This is an optimization exercise on Yosys and OpenROAD, whose aim is small area, a short achievable clock period and few clock cycles per item, not a production implementation. Power figures rest on the tool's default switching activity, not on a simulated workload.

job 101:
==> module pipe_prefix_adder, before the edit <==
module pipe_prefix_adder #(
  parameter int WIDTH     = 68,
  parameter int REG_EVERY = 2,
  parameter int TAG_W     = 4,
  parameter int BLK       = 5,
  parameter int EB        = 4
) (
  input  logic             clk,
  input  logic             rst,
  input  logic             in_valid,
  output logic             in_ready,
  input  logic [WIDTH-1:0] a,
  input  logic [WIDTH-1:0] b,
  input  logic             cin,
  input  logic             op,
  input  logic [TAG_W-1:0] tag,
  output logic             out_valid,
  input  logic             out_ready,
  output logic [WIDTH-1:0] sum,
  output logic             cout,
  output logic             ovf,
  output logic             zero,
  output logic [TAG_W-1:0] tag_o
);
  localparam int NB  = (WIDTH + BLK - 1) / BLK;    
  localparam int TLO = (NB - 1) * BLK;             
  function automatic integer lg2(input integer v);
    integer r;
    r = 0;
    while ((1 << r) < v) r = r + 1;
    lg2 = r;
  endfunction
  logic [WIDTH-1:0] bx, p, g, s0_d;
  logic             c0;
  assign bx = op ? ~b : b;
  assign c0 = op | cin;
  assign p  = a ^ bx;
  assign g  = a & bx;
  logic [NB-1:0] eg, ep;
  logic          g_top_d;
  assign eg[0] = c0;
  assign ep[0] = 1'b0;
  for (genvar j = 0; j < NB; j++) begin : g_blk
    localparam int LO = j * BLK;
    localparam int HI = (LO + BLK < WIDTH) ? LO + BLK - 1 : WIDTH - 1;
    localparam int N  = HI - LO + 1;
    logic [N:0] lc;    
    logic [N:0] gc;    
    if (j == 0) begin : g_ci
      assign lc[0] = c0;
    end else begin : g_cz
      assign lc[0] = 1'b0;
    end
    assign gc[0] = 1'b0;
    for (genvar i = 0; i < N; i++) begin : g_bit
      assign lc[i+1] = g[LO+i] | (p[LO+i] & lc[i]);
      assign gc[i+1] = g[LO+i] | (p[LO+i] & gc[i]);
    end
    assign s0_d[HI:LO] = p[HI:LO] ^ lc[N-1:0];
    if (j < NB - 1) begin : g_el
      assign eg[j+1] = gc[N];
      assign ep[j+1] = &p[HI:LO];
    end else begin : g_top
      assign g_top_d = gc[N];
    end
  end
  localparam int LV = lg2(NB);
  logic [NB-1:0] pg [LV+1];
  logic [NB-1:0] pp [LV+1];
  assign pg[0] = eg;
  assign pp[0] = ep;
  for (genvar l = 0; l < LV; l++) begin : g_pl
    for (genvar j = 0; j < NB; j++) begin : g_pj
      if (((j >> l) & 1) == 1) begin : g_cmb
        assign pg[l+1][j] = pg[l][j] | (pp[l][j] & pg[l][((j >> l) << l) - 1]);
        assign pp[l+1][j] = pp[l][j] & pp[l][((j >> l) << l) - 1];
      end else begin : g_pass
        assign pg[l+1][j] = pg[l][j];
        assign pp[l+1][j] = pp[l][j];
      end
    end
  end
  logic [WIDTH-1:0] r_d;
  for (genvar j = 0; j < NB; j++) begin : g_early
    localparam int LO = j * BLK;
    localparam int HI = (LO + BLK < WIDTH) ? LO + BLK - 1 : WIDTH - 1;
    if (j == 0 || j >= EB) begin : g_keep
      assign r_d[HI:LO] = s0_d[HI:LO];
    end else begin : g_fin
      for (genvar i = LO; i <= HI; i++) begin : g_bit
        if (i == LO) begin : g_lo
          assign r_d[i] = s0_d[i] ^ pg[LV][j];
        end else begin : g_hi
          assign r_d[i] = s0_d[i] ^ (pg[LV][j] & (&s0_d[i-1:LO]));
        end
      end
    end
  end
  logic [NB-1:0] zpb;
  for (genvar j = 0; j < NB; j++) begin : g_zp
    localparam int LO = j * BLK;
    localparam int HI = (LO + BLK < WIDTH) ? LO + BLK - 1 : WIDTH - 1;
    if (j < EB) begin : g_fin
      assign zpb[j] = ~|r_d[HI:LO];
    end else begin : g_inc
      assign zpb[j] = (~|r_d[HI:LO]) | (&r_d[HI:LO]);
    end
  end
  logic z_d;
  assign z_d = &zpb;
  logic             load;
  logic [WIDTH-1:0] s0_q;
  logic [NB-1:EB]   bc_q;
  logic             g_top_q, p_top_q, zpre_q;
  assign load     = ~out_valid | out_ready;
  assign in_ready = load;
  always_ff @(posedge clk or posedge rst) begin
    if (rst) out_valid <= 1'b0;
    else if (load) out_valid <= in_valid;
  end
  always_ff @(posedge clk) begin
    if (load) begin
      s0_q    <= r_d;
      bc_q    <= pg[LV][NB-1:EB];
      g_top_q <= g_top_d;
      p_top_q <= p[WIDTH-1];
      tag_o   <= tag;
      zpre_q  <= z_d;
    end
  end
  logic [NB-1:0] ones;
  for (genvar j = 0; j < NB; j++) begin : g_sum
    localparam int LO = j * BLK;
    localparam int HI = (LO + BLK < WIDTH) ? LO + BLK - 1 : WIDTH - 1;
    assign ones[j] = &s0_q[HI:LO];
    if (j < EB) begin : g_b0
      assign sum[HI:LO] = s0_q[HI:LO];
    end else begin : g_bj
      for (genvar i = LO; i <= HI; i++) begin : g_bit
        if (i == LO) begin : g_lo
          assign sum[i] = s0_q[i] ^ bc_q[j];
        end else begin : g_hi
          assign sum[i] = s0_q[i] ^ (bc_q[j] & (&s0_q[i-1:LO]));
        end
      end
    end
  end
  assign cout = g_top_q | (bc_q[NB-1] & ones[NB-1]);
  assign ovf  = sum[WIDTH-1] ^ p_top_q ^ cout;
  logic [NB-1:EB] zm;
  for (genvar j = EB; j < NB; j++) begin : g_zm
    assign zm[j] = ~(bc_q[j] ^ ones[j]);
  end
  assign zero = zpre_q & (&zm);
endmodule
==> flow/config.mk <==
export PLATFORM = sky130hd
export DESIGN_NAME = pipe_prefix_adder
export DESIGN_NICKNAME = pipe_prefix_adder
export VERILOG_FILES = /design/flow/design.v
export SDC_FILE = /design/flow/constraint.sdc
export NUM_CORES = 4
export LEC_CHECK = 0
export ABC_AREA = 1
export CAP_MARGIN = 20
export CORE_MARGIN = 2
export CORE_UTILIZATION = 40
export CTS_BUF_LIST = sky130_fd_sc_hd__clkbuf_8
export CTS_CLUSTER_SIZE = 30
export SETUP_SLACK_MARGIN = 1.8
export SLEW_MARGIN = 20
==> flow/constraint.sdc <==
create_clock -name core_clock -period 4.5 [get_ports {clk}]
set_input_delay 0.9000 -clock core_clock [delete_from_list [all_inputs] [get_ports {clk}]]
set_output_delay 0.9000 -clock core_clock [all_outputs]
set_load 0.01 [all_outputs]
standard.sh (not shown) runs the stock make flow with config.mk's settings and CLKGATE_MAP_FILE= SYNTH_SCRIPT=/design/flow/synth_recipe.tcl, a recipe that flattens the netlist after the stock synthesis.
==> flow/flow/run.sh <==
#!/bin/bash
# The standard layout, with two changes:
#  - synthesis skips the full/half-adder extraction (ADDER_MAP_FILE empty),
#    leaving all arithmetic to abc; it is otherwise the standard synthesis;
#  - each port gets a buf_1 as its port buffer.
set -e
export BUFFER_PORTS_ARGS="-buffer_cell sky130_fd_sc_hd__buf_1"
ADDER_MAP_FILE= bash standard.sh synth > synth.log 2>&1
bash standard.sh > standard.log 2>&1
The final layout from job 101, which completed every stage, passed the timing, design-rule and antenna checks at the end of the flow.
Edits applied to the flow inputs when going from job 101 to job 102:
-- flow/design.v --
<<< job 101, line 72
  for (genvar l = 0; l < LV; l++) begin : g_pl
    for (genvar j = 0; j < NB; j++) begin : g_pj
      if (((j >> l) & 1) == 1) begin : g_cmb
        assign pg[l+1][j] = pg[l][j] | (pp[l][j] & pg[l][((j >> l) << l) - 1]);
        assign pp[l+1][j] = pp[l][j] & pp[l][((j >> l) << l) - 1];
      end else begin : g_pass
        assign pg[l+1][j] = pg[l][j];
>>> job 102, line 72
  for (genvar l = 0; l < LV; l++) begin : g_pl
    for (genvar j = 0; j < NB; j++) begin : g_pj
      if (j >= (1 << l)) begin : g_cmb
        assign pg[l+1][j] = pg[l][j] | (pp[l][j] & pg[l][j-(1<<l)]);
        assign pp[l+1][j] = pp[l][j] & pp[l][j-(1<<l)];
      end else begin : g_pass
        assign pg[l+1][j] = pg[l][j];
<<< job 101, line 97
    end
  end
  logic [NB-1:0] zpb;
  for (genvar j = 0; j < NB; j++) begin : g_zp
    localparam int LO = j * BLK;
    localparam int HI = (LO + BLK < WIDTH) ? LO + BLK - 1 : WIDTH - 1;
    if (j < EB) begin : g_fin
      assign zpb[j] = ~|r_d[HI:LO];
    end else begin : g_inc
      assign zpb[j] = (~|r_d[HI:LO]) | (&r_d[HI:LO]);
    end
  end
  logic z_d;
  assign z_d = &zpb;
  logic             load;
  logic [WIDTH-1:0] s0_q;
  logic [NB-1:EB]   bc_q;
  logic             g_top_q, p_top_q, zpre_q;
  assign load     = ~out_valid | out_ready;
  assign in_ready = load;
>>> job 102, line 97
    end
  end
  logic             load;
  logic [WIDTH-1:0] s0_q;
  logic [NB-1:EB]   bc_q;
  logic             g_top_q, p_top_q;
  assign load     = ~out_valid | out_ready;
  assign in_ready = load;
<<< job 101, line 126
      p_top_q <= p[WIDTH-1];
      tag_o   <= tag;
      zpre_q  <= z_d;
    end
  end
  logic [NB-1:0] ones;
  for (genvar j = 0; j < NB; j++) begin : g_sum
    localparam int LO = j * BLK;
    localparam int HI = (LO + BLK < WIDTH) ? LO + BLK - 1 : WIDTH - 1;
    assign ones[j] = &s0_q[HI:LO];
    if (j < EB) begin : g_b0
      assign sum[HI:LO] = s0_q[HI:LO];
>>> job 102, line 114
      p_top_q <= p[WIDTH-1];
      tag_o   <= tag;
    end
  end
  logic [NB-1:0] ones, zs;
  for (genvar j = 0; j < NB; j++) begin : g_sum
    localparam int LO = j * BLK;
    localparam int HI = (LO + BLK < WIDTH) ? LO + BLK - 1 : WIDTH - 1;
    assign ones[j] = &s0_q[HI:LO];
    assign zs[j]   = ~|s0_q[HI:LO];
    if (j < EB) begin : g_b0
      assign sum[HI:LO] = s0_q[HI:LO];
<<< job 101, line 148
  assign cout = g_top_q | (bc_q[NB-1] & ones[NB-1]);
  assign ovf  = sum[WIDTH-1] ^ p_top_q ^ cout;
  logic [NB-1:EB] zm;
  for (genvar j = EB; j < NB; j++) begin : g_zm
    assign zm[j] = ~(bc_q[j] ^ ones[j]);
  end
  assign zero = zpre_q & (&zm);
endmodule
>>> job 102, line 136
  assign cout = g_top_q | (bc_q[NB-1] & ones[NB-1]);
  assign ovf  = sum[WIDTH-1] ^ p_top_q ^ cout;
  logic [NB-1:0] zb;
  for (genvar j = 0; j < NB; j++) begin : g_zb
    if (j < EB) begin : g_fin
      assign zb[j] = zs[j];
    end else begin : g_inc
      assign zb[j] = bc_q[j] ? ones[j] : zs[j];
    end
  end
  assign zero = &zb;
endmodule
Results
No stage failed in job 102, and the final checks on the layout all came back clean.
Peak supply drop: job 102 vs job 101 down 2.0%
Diff job 101 -> job 102: global-route usage decreased 2.1 points; final area dropped 11%; synthesized instance count lost 122; via count decreased by 1175 relative to the old numbers.
Mean instance size in the synthesized netlist: job 102 vs job 101 up 10%
Diff job 101 -> job 102: clock group share of total power higher; power shrank by 4.4%; post-synthesis cell area shrank by 120 um^2.
Comparing job 101 and job 102, the higher met2 layer usage reported by global route was measured on job 101.
Job 102 ended with less minimum setup slack in the final design than job 101.
Die area shrinks slightly when moving from job 101 to job 102.
| layout-stage area growth over the synthesis result | job 102 vs job 101 | 12 points lower |
Function was not checked in any run of this note: the RTL went through the layout flow alone.

-- port drivers added, routing unchanged --
The flow's constraints put no driver on any port. The routed layouts listed below were extracted and timed again, unchanged, in two steps.
Step 1 assumes that a clkbuf_16 drives the clock port and a buf_2 every other input.
Step 2 adds t to the input delays and takes it off the output delays; t is the mean of the earliest and latest rising clock arrival at the registers after step 1. Input paths then give back, and output paths get back, about the clock's delay inside the block.
a / b / c = no drivers / after step 1 / after step 2; a / b = the first two.
| run | t (ns) | slack for setup (ns) | worst setup path after step 2 | worst slew at a driven data input, ns |
|---|---|---|---|---|
| job 101 | 0.407 | 1.551 / 1.511 / 1.307 | input to register | 0.16 |
| job 102 | 0.400 | 1.517 / 1.482 / 1.553 | input to register | 0.09 |
After both steps every run listed still meets setup and hold. The setup slack of job 101, which loses most, moves by -0.040 ns with the drivers and by -0.244 ns with both steps.
